Context: an optimization exercise on an open-source flow, tuned for a short achievable clock period and few clock cycles per item. The choices shown serve that exercise and are no tape-out recipe.
Function was checked by simulation only, so behaviour that the tests miss may differ from the original.
Power figures rest on the tool's default switching activity, not on a simulated workload.

==> flow/design.v <==
package rme_pkg;
  localparam int NUM_REGS  = 32;
  localparam int DATA_W    = 32;
  localparam int REG_IDX_W = 5;
  localparam int REG_AW    = (NUM_REGS > 1) ? $clog2(NUM_REGS) : 1;
  localparam logic [2:0] CMD_MOV   = 3'd0;
  localparam logic [2:0] CMD_ADD   = 3'd1;
  localparam logic [2:0] CMD_SUB   = 3'd2;
  localparam logic [2:0] CMD_MUL   = 3'd3;
  localparam logic [2:0] CMD_DIV   = 3'd4;
  localparam logic [2:0] CMD_PRINT = 3'd5;
  localparam logic STATUS_OK     = 1'b0;
  localparam logic STATUS_DIV0   = 1'b1;
  typedef enum logic [1:0] {
    ALU_ADD,
    ALU_SUB,
    ALU_MUL,
    ALU_DIV
  } alu_op_e;
  typedef struct packed {
    logic    start;
    alu_op_e op;
  } alu_req_t;
  typedef struct packed {
    logic              done;
    logic [DATA_W-1:0] result;
  } alu_rsp_t;
  function automatic logic reg_in_range(input logic [REG_IDX_W-1:0] idx);
    reg_in_range = ({4'd0, idx} < 9'(NUM_REGS));
  endfunction
  function automatic logic [REG_AW-1:0] reg_addr(input logic [REG_IDX_W-1:0] idx);
    reg_addr = REG_AW'(idx);
  endfunction
endpackage
module rme_mul (
  input  logic        clk_i,
  input  logic        rst_ni,
  input  logic        in_v_i,
  input  logic [31:0] a_i,
  input  logic [31:0] b_i,
  input  logic [31:0] doh_i,
  input  logic [31:0] kill_i,
  output logic [31:0] lat_o,
  output logic [31:0] res_o
);
  logic [31:0] pp [32];
  logic [31:0] l1 [22];
  logic [31:0] l2 [15];
  logic [31:0] l3 [10];
  logic [31:0] l4 [7];
  logic [31:0] l5 [5];
  logic [31:0] l6 [4];
  logic [31:0] l7 [3];
  logic [31:0] l8 [2];
  logic [31:0] m2_q [7];
  logic [31:0] m3_q [2];
  logic        m2_v_q;
  logic [31:0] m2_doh_q;
  always_comb begin
    for (int j = 0; j < 32; j++) begin
      pp[j] = b_i[j] ? (a_i << j) : 32'd0;
    end
    for (int t = 0; t < 10; t++) begin
      l1[2*t]   = pp[3*t] ^ pp[3*t+1] ^ pp[3*t+2];
      l1[2*t+1] = ((pp[3*t] & pp[3*t+1]) | (pp[3*t] & pp[3*t+2]) | (pp[3*t+1] & pp[3*t+2])) << 1;
    end
    l1[20] = pp[30];
    l1[21] = pp[31];
    for (int t = 0; t < 7; t++) begin
      l2[2*t]   = l1[3*t] ^ l1[3*t+1] ^ l1[3*t+2];
      l2[2*t+1] = ((l1[3*t] & l1[3*t+1]) | (l1[3*t] & l1[3*t+2]) | (l1[3*t+1] & l1[3*t+2])) << 1;
    end
    l2[14] = l1[21];
    for (int t = 0; t < 5; t++) begin
      l3[2*t]   = l2[3*t] ^ l2[3*t+1] ^ l2[3*t+2];
      l3[2*t+1] = ((l2[3*t] & l2[3*t+1]) | (l2[3*t] & l2[3*t+2]) | (l2[3*t+1] & l2[3*t+2])) << 1;
    end
    for (int t = 0; t < 3; t++) begin
      l4[2*t]   = l3[3*t] ^ l3[3*t+1] ^ l3[3*t+2];
      l4[2*t+1] = ((l3[3*t] & l3[3*t+1]) | (l3[3*t] & l3[3*t+2]) | (l3[3*t+1] & l3[3*t+2])) << 1;
    end
    l4[6] = l3[9];
  end
  always_comb begin
    for (int t = 0; t < 2; t++) begin
      l5[2*t]   = m2_q[3*t] ^ m2_q[3*t+1] ^ m2_q[3*t+2];
      l5[2*t+1] = ((m2_q[3*t] & m2_q[3*t+1]) | (m2_q[3*t] & m2_q[3*t+2]) | (m2_q[3*t+1] & m2_q[3*t+2])) << 1;
    end
    l5[4] = m2_q[6];
    l6[0] = l5[0] ^ l5[1] ^ l5[2];
    l6[1] = ((l5[0] & l5[1]) | (l5[0] & l5[2]) | (l5[1] & l5[2])) << 1;
    l6[2] = l5[3];
    l6[3] = l5[4];
    l7[0] = l6[0] ^ l6[1] ^ l6[2];
    l7[1] = ((l6[0] & l6[1]) | (l6[0] & l6[2]) | (l6[1] & l6[2])) << 1;
    l7[2] = l6[3];
    l8[0] = l7[0] ^ l7[1] ^ l7[2];
    l8[1] = ((l7[0] & l7[1]) | (l7[0] & l7[2]) | (l7[1] & l7[2])) << 1;
  end
  always_ff @(posedge clk_i or negedge rst_ni) begin
    if (!rst_ni) begin
      m2_v_q <= 1'b0;
    end else begin
      m2_v_q <= in_v_i;
    end
  end
  always_ff @(posedge clk_i) begin
    for (int r = 0; r < 7; r++) m2_q[r] <= l4[r];
    m3_q[0]  <= l8[0];
    m3_q[1]  <= l8[1];
    m2_doh_q <= doh_i;
  end
  assign res_o = m3_q[0] + m3_q[1];
  assign lat_o = m2_v_q ? (m2_doh_q & ~kill_i) : 32'd0;
endmodule
module rme_div (
  input  logic        clk_i,
  input  logic        rst_ni,
  input  logic [31:0] a_i,
  input  logic [31:0] b_i,
  input  logic [31:0] doh_i,
  input  logic        start_i,
  input  logic [31:0] kill_i,
  output logic        qz_o,
  output logic        free_o,
  output logic [31:0] lat_o,
  output logic [31:0] res_o
);
  localparam logic [1:0] D_IDLE = 2'd0;
  localparam logic [1:0] D_PREP = 2'd1;
  localparam logic [1:0] D_ITER = 2'd2;
  logic [1:0]  st_q;
  logic [4:0]  cnt_q, g_d;   
  logic signed [6:0] pa_q, pb_q;
  logic        neg_q, na_q, skip_q, free_q, fin_q;
  logic [31:0] ua_q, ub_q, r_q, quo_q, doh_q;
  logic [31:0] ual_q;
  logic [33:0] m1_q, m2_q, m3_q;
  function automatic logic signed [6:0] msb_pos(input logic [31:0] x);
    logic [7:0] nz;
    logic [2:0] hi;
    logic [3:0] nib;
    logic [1:0] lo;
    for (int k = 0; k < 8; k++) nz[k] = |x[4*k +: 4];
    hi = 3'd0;
    for (int k = 1; k < 8; k++) if (nz[k]) hi = 3'(k);
    nib = x[4*hi +: 4];
    lo  = nib[3] ? 2'd3 : nib[2] ? 2'd2 : nib[1] ? 2'd1 : 2'd0;
    msb_pos = (nz == 8'd0) ? -7'sd1 : 7'({hi, lo});
  endfunction
  logic [31:0]       ua, ub, ax, bx, sma, smx;
  logic signed [6:0] pa, pb;
  logic              bz;
  always_comb begin
    ua = a_i[31] ? (32'd0 - a_i) : a_i;
    ub = b_i[31] ? (32'd0 - b_i) : b_i;
    ax = a_i ^ {32{a_i[31]}};
    bx = b_i ^ {32{b_i[31]}};
    bz = (b_i == 32'd0);
    pa = msb_pos(ax);
    pb = msb_pos(bx);
    if (pb < 0) pb = 7'sd0;
    sma = ax;
    for (int k = 1; k < 32; k = k * 2) sma = sma | (sma >> k);
    smx = a_i[31] ? (sma | {sma[30:0], 1'b1}) : sma;
    qz_o = |(bx & ~smx);
  end
  logic [1:0] st_n;
  logic [4:0] cnt_n;
  logic       skip_n, fin_n;
  logic [31:0] doh_n;
  logic signed [6:0] s_hi;
  logic [5:0]        shamt;
  logic [63:0]       ush;
  always_comb begin
    s_hi = pa_q + 7'(na_q) - pb_q;
    g_d  = (s_hi < 0) ? 5'd1 : 5'(s_hi[4:1]) + 5'd1;
    shamt = 6'd30 - 6'({s_hi[4:1], 1'b0});
    if (s_hi < 0) shamt = 6'd30;
    ush   = {32'd0, ua_q} << shamt;
  end
  always_comb begin
    st_n  = st_q;
    cnt_n = cnt_q;
    case (st_q)
      D_IDLE: if (start_i) st_n = D_PREP;
      D_PREP: begin
        if (skip_q) begin
          st_n = start_i ? D_PREP : D_IDLE;
        end else begin
          st_n = D_ITER;
        end
        cnt_n = g_d;
      end
      default: begin
        cnt_n = cnt_q - 5'd1;
        if (cnt_q == 5'd1) st_n = start_i ? D_PREP : D_IDLE;
      end
    endcase
    skip_n = start_i ? (bz || qz_o) : skip_q;
    fin_n  = (st_n == D_ITER) && (cnt_n == 5'd1);
    doh_n  = (start_i ? doh_i : doh_q) & ~kill_i;
  end
  always_ff @(posedge clk_i or negedge rst_ni) begin
    if (!rst_ni) begin
      st_q   <= D_IDLE;
      cnt_q  <= '0;
      free_q <= 1'b1;
      fin_q  <= 1'b0;
    end else begin
      st_q   <= st_n;
      cnt_q  <= cnt_n;
      free_q <= (st_n == D_IDLE) || ((st_q == D_PREP) && (st_n == D_ITER) && (cnt_n <= 5'd2)) ||
                ((st_q == D_ITER) && (st_n == D_ITER) && (cnt_n <= 5'd2));
      fin_q  <= fin_n;
    end
  end
  logic [33:0] r34;
  logic [34:0] d1, d2, d3;
  logic [3:0]  sel;
  logic [31:0] r_nx, quo_nx, nquo, cquo, res;
  logic [1:0]  q;
  always_comb begin
    r34 = {r_q, ual_q[31:30]};
    d1  = {1'b0, r34} - {1'b0, m1_q};
    d2  = {1'b0, r34} - {1'b0, m2_q};
    d3  = {1'b0, r34} - {1'b0, m3_q};
    sel[3] = !d3[34];
    sel[2] = d3[34] && !d2[34];
    sel[1] = d2[34] && !d1[34];
    sel[0] = d1[34];
    r_nx = ({32{sel[0]}} & r34[31:0]) | ({32{sel[1]}} & d1[31:0]) |
           ({32{sel[2]}} & d2[31:0]) | ({32{sel[3]}} & d3[31:0]);
    q    = {sel[3] | sel[2], sel[3] | sel[1]};
    quo_nx = {quo_q[29:0], q};
    nquo = 32'd0 - quo_q;
    cquo = ~quo_q;
    if (!neg_q) begin
      res = quo_nx;
    end else begin
      res = ({32{sel[0]}} & {nquo[29:0], 2'd0}) | ({32{sel[1]}} & {cquo[29:0], 2'd3}) |
            ({32{sel[2]}} & {cquo[29:0], 2'd2}) | ({32{sel[3]}} & {cquo[29:0], 2'd1});
    end
  end
  always_ff @(posedge clk_i) begin
    if (start_i) begin
      ua_q  <= ua;
      ub_q  <= ub;
      neg_q <= a_i[31] ^ b_i[31];
      pa_q  <= pa;
      na_q  <= a_i[31];
      pb_q  <= pb;
    end
    skip_q <= skip_n;
    doh_q  <= doh_n;
    if (st_q == D_PREP) begin
      m1_q  <= 34'(ub_q);
      m2_q  <= 34'(ub_q) << 1;
      m3_q  <= 34'(ub_q) + (34'(ub_q) << 1);
      ual_q <= ush[31:0];
      r_q   <= ush[63:32];
      quo_q <= '0;
    end else begin
      r_q   <= r_nx;
      quo_q <= quo_nx;
      ual_q <= {ual_q[29:0], 2'd0};
    end
  end
  assign free_o = free_q;
  assign lat_o  = fin_n ? doh_n : 32'd0;
  assign res_o  = res;
endmodule
module register_machine_execute_unit (
  input  logic                        clk_i,
  input  logic                        rst_ni,
  input  logic                        in_valid_i,
  output logic                        in_ready_o,
  input  logic [2:0]                  cmd_i,
  input  logic [rme_pkg::REG_IDX_W-1:0]dest_reg_i,
  input  logic                        a_is_reg_i,
  input  logic [rme_pkg::REG_IDX_W-1:0]a_reg_i,
  input  logic signed [rme_pkg::DATA_W-1:0]    a_imm_i,
  input  logic                        b_is_reg_i,
  input  logic [rme_pkg::REG_IDX_W-1:0]b_reg_i,
  input  logic signed [rme_pkg::DATA_W-1:0]    b_imm_i,
  output logic                        out_valid_o,
  input  logic                        out_ready_i,
  output logic signed [rme_pkg::DATA_W-1:0]    print_value_o,
  output logic                        status_o
);
  localparam int NDIV = 2;
  localparam int NP = 3 + NDIV;
  localparam int NF = 11;
  localparam int F_MOV = 10, F_ADD = 9, F_SUB = 8, F_MUL = 7, F_DIV = 6, F_PRT = 5;
  localparam int F_WR = 4, F_UA = 3, F_UB = 2, F_AR = 1, F_BR = 0;
  logic [NF-1:0] in_f;
  logic [31:0]   in_aoh, in_boh, in_doh;
  logic [4:0]    in_aidx;
  always_comb begin
    in_f        = '0;
    in_f[F_MOV] = (cmd_i == rme_pkg::CMD_MOV);
    in_f[F_ADD] = (cmd_i == rme_pkg::CMD_ADD);
    in_f[F_SUB] = (cmd_i == rme_pkg::CMD_SUB);
    in_f[F_MUL] = (cmd_i == rme_pkg::CMD_MUL);
    in_f[F_DIV] = (cmd_i == rme_pkg::CMD_DIV);
    in_f[F_PRT] = (cmd_i == rme_pkg::CMD_PRINT);
    in_f[F_WR]  = (cmd_i <= rme_pkg::CMD_DIV);
    in_f[F_UA]  = ((cmd_i <= rme_pkg::CMD_DIV) && a_is_reg_i) || in_f[F_PRT];
    in_f[F_UB]  = (cmd_i >= rme_pkg::CMD_ADD) && (cmd_i <= rme_pkg::CMD_DIV) && b_is_reg_i;
    in_f[F_AR]  = a_is_reg_i || in_f[F_PRT];
    in_f[F_BR]  = b_is_reg_i;
    in_aidx     = in_f[F_PRT] ? dest_reg_i : a_reg_i;
    in_aoh      = 32'd1 << in_aidx;
    in_boh      = 32'd1 << b_reg_i;
    in_doh      = 32'd1 << dest_reg_i;
  end
  logic          sk_v_q, id_v_q, rdy_q;
  logic [NF-1:0] sk_f_q, id_f_q;
  logic [31:0]   sk_aoh_q, sk_boh_q, sk_doh_q, id_aoh_q, id_boh_q, id_doh_q;
  logic [31:0]   sk_aimm_q, sk_bimm_q, id_aimm_q, id_bimm_q;
  logic [31:0]   rf_q [32];
  logic [31:0]   vld_q;
  logic [31:0]   busy_q;
  logic [2:0]    cred_q;
  logic          ex_v_q;
  logic [NF-1:0] ex_f_q;
  logic [31:0]   ex_doh_q, ex_a_q, ex_b_q;
  logic [NP:0]   ex_bpa_q, ex_bpb_q;
  logic [1:0]    ex_du_q;
  logic [31:0]   lat_n [NP];
  logic [31:0]   lat_q [NP];
  logic [31:0]   pend_q [NP];
  logic [31:0]   wb_q [NP];
  logic [31:0]   wr_now, wr_pend, wr_next;
  logic [31:0]   blk_q, busy_d;
  logic          issue, id_take, haz;
  logic [31:0]   kill, kill_q;
  logic [31:0]   mul_res;
  logic [31:0]   div_res [NDIV];
  logic [NDIV-1:0] div_free, div_av, div_start;
  logic          div_qz;
  logic [1:0]    du;
  logic [NP-1:0] bpa, bpb, hpa, hpb;
  logic [31:0]   rd_a, rd_b, sel_a, sel_b;
  logic          md;
  always_comb begin
    wr_now  = '0;
    wr_pend = '0;
    for (int k = 0; k < NP; k++) begin
      wr_now  = wr_now | lat_q[k];
      wr_pend = wr_pend | pend_q[k];
    end
    for (int u = 0; u < NDIV; u++) begin
      div_av[u] = div_free[u] && !(ex_v_q && ex_f_q[F_DIV] && (ex_du_q == 2'(u)));
    end
    du = 2'd0;
    for (int u = NDIV - 1; u >= 0; u--) begin
      if (div_av[u]) du = 2'(u);
    end
    md  = id_f_q[F_MUL] || id_f_q[F_DIV];
    haz = (id_f_q[F_UA] && |(blk_q & id_aoh_q)) ||
          (id_f_q[F_UB] && |(blk_q & id_boh_q)) ||
          (md && id_f_q[F_UA] && |(busy_q & id_aoh_q)) ||
          (md && id_f_q[F_UB] && |(busy_q & id_boh_q)) ||
          (id_f_q[F_DIV] && |(busy_q & id_doh_q)) ||
          ((id_f_q[F_PRT] || id_f_q[F_DIV]) && (cred_q == 3'd0)) ||
          (id_f_q[F_DIV] && (div_av == '0));
    issue   = id_v_q && !haz;
    id_take = !id_v_q || !haz;
    for (int k = 0; k < NP; k++) begin
      bpa[k] = |(lat_q[k] & id_aoh_q);
      bpb[k] = |(lat_q[k] & id_boh_q);
      hpa[k] = |(pend_q[k] & id_aoh_q);
      hpb[k] = |(pend_q[k] & id_boh_q);
    end
    sel_a = id_aoh_q & vld_q & ~wr_pend;
    sel_b = id_boh_q & vld_q & ~wr_pend;
    rd_a  = '0;
    rd_b  = '0;
    for (int i = 0; i < 32; i++) begin
      rd_a = rd_a | (rf_q[i] & {32{sel_a[i]}});
      rd_b = rd_b | (rf_q[i] & {32{sel_b[i]}});
    end
    for (int k = 0; k < NP; k++) begin
      rd_a = rd_a | (wb_q[k] & {32{hpa[k]}});
      rd_b = rd_b | (wb_q[k] & {32{hpb[k]}});
    end
  end
  assign in_ready_o = rdy_q;
  always_ff @(posedge clk_i or negedge rst_ni) begin
    if (!rst_ni) begin
      sk_v_q <= 1'b0;
      rdy_q  <= 1'b1;
      id_v_q <= 1'b0;
      ex_v_q <= 1'b0;
    end else begin
      ex_v_q <= issue;
      if (id_take) begin
        id_v_q <= sk_v_q || in_valid_i;
        sk_v_q <= 1'b0;
        rdy_q  <= 1'b1;
      end else if (!sk_v_q) begin
        sk_v_q <= in_valid_i;
        rdy_q  <= !in_valid_i;
      end
    end
  end
  always_ff @(posedge clk_i) begin
    if (!sk_v_q) begin
      sk_f_q    <= in_f;
      sk_aoh_q  <= in_aoh;
      sk_boh_q  <= in_boh;
      sk_doh_q  <= in_doh;
      sk_aimm_q <= a_imm_i;
      sk_bimm_q <= b_imm_i;
    end
    if (id_take) begin
      if (sk_v_q) begin
        id_f_q    <= sk_f_q;
        id_aoh_q  <= sk_aoh_q;
        id_boh_q  <= sk_boh_q;
        id_doh_q  <= sk_doh_q;
        id_aimm_q <= sk_aimm_q;
        id_bimm_q <= sk_bimm_q;
      end else begin
        id_f_q    <= in_f;
        id_aoh_q  <= in_aoh;
        id_boh_q  <= in_boh;
        id_doh_q  <= in_doh;
        id_aimm_q <= a_imm_i;
        id_bimm_q <= b_imm_i;
      end
    end
    ex_f_q   <= id_f_q;
    ex_doh_q <= id_doh_q;
    ex_du_q  <= du;
    ex_a_q   <= id_f_q[F_AR] ? rd_a : id_aimm_q;
    ex_b_q   <= id_f_q[F_BR] ? rd_b : id_bimm_q;
    ex_bpa_q <= (id_f_q[F_AR] && (bpa != '0)) ? {1'b0, bpa} : {1'b1, {NP{1'b0}}};
    ex_bpb_q <= (id_f_q[F_BR] && (bpb != '0)) ? {1'b0, bpb} : {1'b1, {NP{1'b0}}};
  end
  logic          ex_bz;
  logic [31:0]   ex_ae, ex_be, ex_bx, ex_res;
  logic [32:0]   ex_sum;
  always_comb begin
    ex_ae = {32{ex_bpa_q[NP]}} & ex_a_q;
    ex_be = {32{ex_bpb_q[NP]}} & ex_b_q;
    for (int k = 0; k < NP; k++) begin
      ex_ae = ex_ae | ({32{ex_bpa_q[k]}} & wb_q[k]);
      ex_be = ex_be | ({32{ex_bpb_q[k]}} & wb_q[k]);
    end
    ex_bz = (ex_b_q == 32'd0);
    if (ex_f_q[F_MOV]) begin
      ex_bx = 32'd0;
    end else if (ex_f_q[F_SUB]) begin
      ex_bx = ~ex_be;
    end else begin
      ex_bx = ex_be;
    end
    ex_sum = {ex_ae, 1'b1} + {ex_bx, ex_f_q[F_SUB]};
    ex_res = ex_sum[32:1];
    for (int u = 0; u < NDIV; u++) begin
      div_start[u] = ex_v_q && ex_f_q[F_DIV] && (ex_du_q == 2'(u));
    end
  end
  assign lat_n[0] = (issue && (id_f_q[F_MOV] || id_f_q[F_ADD] || id_f_q[F_SUB])) ? id_doh_q : 32'd0;
  assign lat_n[2] = (ex_v_q && ex_f_q[F_DIV] && !ex_bz && div_qz) ? ex_doh_q : 32'd0;
  rme_mul u_mul (
    .clk_i  (clk_i),
    .rst_ni (rst_ni),
    .in_v_i (ex_v_q && ex_f_q[F_MUL]),
    .a_i    (ex_a_q),
    .b_i    (ex_b_q),
    .doh_i  (ex_doh_q),
    .kill_i (kill_q),
    .lat_o  (lat_n[1]),
    .res_o  (mul_res)
  );
  for (genvar u = 0; u < NDIV; u++) begin : g_div
    logic qz;
    rme_div u_div (
      .clk_i  (clk_i),
      .rst_ni (rst_ni),
      .a_i    (ex_a_q),
      .b_i    (ex_b_q),
      .doh_i  (ex_doh_q),
      .start_i(div_start[u]),
      .kill_i (kill_q),
      .qz_o   (qz),
      .free_o (div_free[u]),
      .lat_o  (lat_n[3+u]),
      .res_o  (div_res[u])
    );
    if (u == 0) begin : g_qz
      assign div_qz = qz;
    end
  end
  assign kill = (issue && id_f_q[F_WR] && !id_f_q[F_DIV]) ? id_doh_q : 32'd0;
  always_comb begin
    wr_next = '0;
    for (int k = 0; k < NP; k++) begin
      wr_next = wr_next | (lat_n[k] & ((k == 0) ? 32'hffff_ffff : ~kill));
    end
    busy_d = (busy_q & ~(wr_now | ((ex_v_q && ex_f_q[F_DIV] && ex_bz) ? ex_doh_q : 32'd0))) |
             ((issue && id_f_q[F_WR]) ? id_doh_q : 32'd0);
  end
  always_ff @(posedge clk_i or negedge rst_ni) begin
    if (!rst_ni) begin
      vld_q  <= '0;
      busy_q <= '0;
      blk_q  <= '0;
      kill_q <= '0;
      for (int k = 0; k < NP; k++) begin
        lat_q[k]  <= '0;
        pend_q[k] <= '0;
      end
    end else begin
      for (int k = 0; k < NP; k++) begin
        lat_q[k]  <= lat_n[k] & ((k == 0) ? 32'hffff_ffff : ~kill);
        pend_q[k] <= lat_q[k];
      end
      kill_q <= kill;
      vld_q  <= vld_q | wr_pend;
      busy_q <= busy_d;
      blk_q  <= busy_d & ~wr_next;
    end
  end
  always_ff @(posedge clk_i) begin
    wb_q[0] <= ex_res;
    wb_q[1] <= mul_res;
    wb_q[2] <= 32'd0;
    for (int u = 0; u < NDIV; u++) wb_q[3+u] <= div_res[u];
    for (int i = 0; i < 32; i++) begin
      for (int k = 0; k < NP; k++) begin
        if (pend_q[k][i]) rf_q[i] <= wb_q[k];
      end
    end
  end
  logic          push_q, refund_q;
  logic [32:0]   pd_q;
  logic          ov_q, ost_q;
  logic [31:0]   oval_q;
  logic [32:0]   fq_q [4];
  logic [1:0]    fq_rp_q, fq_wp_q;
  logic [2:0]    fq_n_q;
  logic          o_load, o_pop, fq_pop, fq_push, fq_any;
  logic [2:0]    cred_up, cred_dn;
  always_comb begin
    fq_any  = (fq_n_q != 3'd0);
    o_pop   = ov_q && out_ready_i;
    o_load  = !ov_q || out_ready_i;
    fq_pop  = o_load && fq_any;
    fq_push = push_q && !(o_load && !fq_any);
    cred_up = cred_q + 3'(o_pop) + 3'(refund_q);
    cred_dn = cred_up - 3'd1;
  end
  always_ff @(posedge clk_i or negedge rst_ni) begin
    if (!rst_ni) begin
      push_q   <= 1'b0;
      refund_q <= 1'b0;
      ov_q     <= 1'b0;
      fq_rp_q  <= '0;
      fq_wp_q  <= '0;
      fq_n_q   <= '0;
      cred_q   <= 3'd4;
    end else begin
      push_q   <= ex_v_q && (ex_f_q[F_PRT] || (ex_f_q[F_DIV] && ex_bz));
      refund_q <= ex_v_q && ex_f_q[F_DIV] && !ex_bz;
      if (o_load) begin
        ov_q <= fq_any || push_q;
      end
      if (fq_pop) fq_rp_q <= fq_rp_q + 2'd1;
      if (fq_push) fq_wp_q <= fq_wp_q + 2'd1;
      fq_n_q <= fq_n_q + 3'(fq_push) - 3'(fq_pop);
      cred_q <= (issue && (id_f_q[F_PRT] || id_f_q[F_DIV])) ? cred_dn : cred_up;
    end
  end
  always_ff @(posedge clk_i) begin
    pd_q <= ex_f_q[F_PRT] ? {rme_pkg::STATUS_OK, ex_ae} : {rme_pkg::STATUS_DIV0, 32'd0};
    if (o_load) begin
      if (fq_any) begin
        {ost_q, oval_q} <= fq_q[fq_rp_q];
      end else begin
        {ost_q, oval_q} <= pd_q;
      end
    end
    if (fq_push) begin
      fq_q[fq_wp_q] <= pd_q;
    end
  end
  assign out_valid_o   = ov_q;
  assign print_value_o = oval_q;
  assign status_o      = ost_q;
endmodule
==> flow/run.sh <==
#!/bin/bash
# synth_recipe.tcl (not shown) runs the flow's synth.tcl, then flattens the netlist and writes it again
# the make line also repeats each setting of config.mk as NAME=value (left out here)
make -C /OpenROAD-flow-scripts/flow DESIGN_CONFIG=/design/flow/config.mk WORK_HOME=/design/flow/orfs CLKGATE_MAP_FILE= SYNTH_SCRIPT=/design/flow/synth_recipe.tcl finish
==> flow/config.mk <==
export PLATFORM = sky130hd
export DESIGN_NAME = register_machine_execute_unit
export DESIGN_NICKNAME = register_machine_execute_unit
export VERILOG_FILES = /design/flow/design.v
export SDC_FILE = /design/flow/constraint.sdc
export NUM_CORES = 4
export LEC_CHECK = 0
export ABC_CLOCK_PERIOD_IN_PS = 2500
export CAP_MARGIN = 20
export CELL_PAD_IN_SITES_DETAIL_PLACEMENT = 1
export CORE_MARGIN = 2
export CORE_UTILIZATION = 14
export PLACE_DENSITY = 0.22
export SETUP_SLACK_MARGIN = 2.8
export SLEW_MARGIN = 20
==> flow/constraint.sdc <==
create_clock -name core_clock -period 6.0 [get_ports {clk_i}]
set_input_delay 1.2000 -clock core_clock [delete_from_list [all_inputs] [get_ports {clk_i}]]
set_output_delay 1.2000 -clock core_clock [all_outputs]
set_load 0.01 [all_outputs]
==> out/qor.yml <==
run:
  cap_violations: 0
logic_synthesis:
  synth_sequential_area_ratio_pct: 44.2
  mappedNetlistNets: 18188
  synth_top_flop_cell: "edfxtp_1"
  yosysWarnings: 25
  syn_avg_cell_area_sq_um: 10.4
  syn_inst: 17226
  synth_edf_count: 1646
  mapped_cell_area_sq_mm: 0.180
  synth_area_leaders: "edfxtp_1 (27%), dfxtp_1 (10%), mux2_2 (7.1%)"
  ys_async_sr_fraction_pct: 15.9
  synth_seq_cells: 3028
  synth_top_area_share_pct: 27.5
  most_area_hungry_cell_type_in_the_yosys_netlist: "edfxtp_1"
  netlist-cell-type-count: 104
route:
  finalWirelength_um: 1700000
  drt_pre_antenna_iters: 10
  via_per_inst: 5.05
  post_detailed_route_count_of_antenna_violating_nets: 0
  drt_iter0_markers: 27087
  wire_per_inst_um: 46.9
  post-route-drc-count: 0
  vias: 183409
worst_setup_path:
  arrival_ps: 5080
  timing.critical_path.from_type: "flip-flop"
  crit_path_end_kind: "flip-flop"
  worst-setup-path-type: "reg2reg"
  critPathRequiredTime_ps: 7130
  critical_path_maximum_fanout: 8
outcome:
  status: "no timing/DRC/antenna violations"
clock_network:
  clkLatencyLatePin_ps: 1260
  cts.sink_count: 3028
  clock_path_buffers: 5
  clock_tree_from_tritoncts: "built"
  clk_pin_slew_ps: 60
  number_of_h_tree_levels: 5
  tritoncts_buffers: 442
  ctsRootBufferMaster: "clkbuf_16"
  cts-hold-fix-buffers: 0
cells_and_area:
  seqCellArea_sq_mm: 0.0803
  nFillCells: 144627
  drive_gt1_share_pct: 33.5
  finish.net_count: 19406
  mostFrequentLayoutCell: "edfxtp_1"
  syn_to_final_growth_pct: 38.9
  commonest_cells_after_routing_fill_and_taps_aside: "edfxtp_1 (1646), buf_4 (1588), a21oi_1 (1436), a221oi_1 (1175), mux2_2 (1131)"
  multi_input_comb_area_sq_mm: 0.100
place:
  preCtsSetupSlack_ps: 870
  dp.final_hpwl_um: 1070000
  place.gp.congestion: 0.916
  buffer_ports.inserted: 122
floorplan:
  initial_utilization_pct: 14.0
  die_area_sq_mm: 1.29
  fp.dieH_um: 1140
  num_io_pins: 123
  die_x_um: 1140
  core.rowCount: 416
  fp.coreArea_sq_mm: 1.28
sta:
  setup_ws_ps: 2040
  grt_setup_unrepaired: "true"
  max_slew.worst_pin.slew_ps: 1350
  timing.final.crit_period_ps: 3960
  hold_viol: 0
  slew_violations: 0
  setup_viol_count_final: 0
  max_slew_headroom_at_the_worst_pin_pct: 9.90
  worst_case_clock_skew_ps: 204
  max_clock_freq_ghz: 0.253
  timing.final.crit_share_pct: 66.0
  timing.setup.tns_ps: 0
  worst_hold_slack_ps: 74.8
global_routing:
  grt_antenna_before_repair: 340
  grt_use_total_pct: 25.2
  overflow: 0
  grt_max_degree: 104
  wire_length_of_the_first_global_routing_pass_um: 2110000
  first_global_vias: 175118
power:
  static-leakage-power_nw: 90.1
  max-vdd-ir-drop_mv: 0.585
  report.power.total_w: 0.195
  power.density_mw_per_mm2: 781
worst_hold_path:
  worstHoldPathType: "in2async"
[layer usage]
| layer | vias to the layer above | GRT usage (%) | routed length [um] |
|---|---|---|---|
| met5 | - | 0 | 836 |
| met1 | 98159 | 31.8 | 699000 |
| met4 | 70 | 16.2 | 134000 |
| met2 | 12493 | 37.2 | 715000 |
| met3 | 3817 | 7.56 | 155000 |
| li1 | 68870 | - | - |
[path summary, 6_finish.rpt]
check                           cells after the start        startpoint  slack, ps            end
worst min-delay path                                1            rst_ni         70  pend_q[0][19]
worst max-delay path                               18        ex_a_q[31]       2040      blk_q[24]
worst max register to register                     18        ex_a_q[31]       2040      blk_q[24]
worst min register to register                      0  u_mul.m3_q[0][1]        330     wb_q[1][1]
min in group core_clock                             0  u_mul.m3_q[0][1]        330     wb_q[1][1]
max in group asynchronous                           2            rst_ni       4220  pend_q[1][19]
[synthesized netlist by cell type (291+ instances only)]
library cell	n
a21oi_1	1564
a221oi_1	1219
a22oi_1	1011
and2_1	535
clkbuf_1	1643
dfrtp_1	478
dfxtp_1	900
edfxtp_1	1646
fa_1	427
ha_1	447
inv_1	812
mux2_2	1135
nand2_1	981
nand4_1	296
nor2_1	527
o21ai_0	382
xnor2_1	291
[area by class of cell]
class	instances	area share, %
Clock inverter	189	0.880
Clock buffer	628	5.05
Inverter	816	1.30
Timing Repair Buffer	2588	11.5
Sequential cell	3028	32.2
Antenna cell	367	0.368
Tap cell	17138	8.59
Multi-Input combinational cell	11568	40.2
[state kept, by name, indices dropped and copies added (netlist names), 64 cells and up]
name,flops
g_div.u_div.doh_q,64
pend_q,160
rf_q,1024
lat_q,160
g_div.u_div.ub_q,64
g_div.u_div.m3_q,68
g_div.u_div.ual_q,64
g_div.u_div.r_q,64
u_mul.m2_q,117
wb_q,128
g_div.u_div.ua_q,64
fq_q,132
[stage by stage]
stage	util [%]	instances	area [sq um]
floorplan	-	17226	181000
global placement	16.0	33552	205000
detailed placement	16.0	33563	206000
CTS	18.9	35636	242000
global route	19.4	36167	249000
finish	19.5	36322	250000
[report_power, final]
| part | total, W | internal (W) | switching [W] |
|---|---|---|---|
| sequential | 0.0417 | 0.0319 | 0.00976 |
| clock | 0.0284 | 0.0163 | 0.0120 |
| combinational | 0.125 | 0.0453 | 0.0796 |
| total | 0.195 | 0.0935 | 0.101 |
[worst max-delay path, cell delays in order (launching register included)]
cell and delay, ps:
dfxtp_4 390, buf_8 150, and4_4 220, a22oi_2 320, buf_4 190, nor4_4 50, buf_6 150, a31oi_4 200
o31ai_4 100, a2111oi_4 390, buf_4 190, nand3_4 70, nor4_4 210, buf_4 190, nor3_4 50, clkbuf_16 240
buf_16 190, buf_16 200, a2111oi_4 320
[what timing repair did]
| item | in CTS | in global routing |
|---|---|---|
| setup endpoints to repair | 1279 | 778 |
| setup buffers | 1174 | 296 |
| resized for setup | 2028 | 825 |
| gates cloned | 82 | 22 |
| pin swaps | 612 | 489 |
[kinds of logic (layout without fill, tap and decap cells)]
group	Yosys count	in the layout	share of synthesized area, %
compound gates	5468	5471	21.8
xor+xnor	412	412	2.02
fa+ha+maj	874	874	7.87
buf+inv	2655	4221	5.58
flops	3028	3028	44.2
mux	1320	1320	8.55
other cells	0	367	0
simple gates	3469	3491	9.95
Testbench counts, summed over its fixed seeds: cycles 11,249, items 9,856.

-- separate check: timing with driven ports --
No port has a modelled driver above. Below, the same layout with a new extraction and two added sets of constraints.
Step 1 assumes that a clkbuf_16 drives the clock port and a buf_2 every other input.
Step 2 times the ports against the registers' clock, not the clock port: input delays grow and output delays shrink by t, the midpoint of the rising clock arrivals with the driver on.
a / b / c = no drivers / after step 1 / after step 2; a / b = the first two.
shift t [ns]: 1.340
slack for setup (ns): 2.043 / 2.043 / 1.681
hold WS [ns]: 0.075 / -0.054 / 0.326
worst setup path at the end: input to register
cell pins on the clock port's net: 1
After both steps setup and hold are still met in this run. For this run, drivers alone change the setup slack by 0.000 ns; drivers and shift together by -0.362 ns.
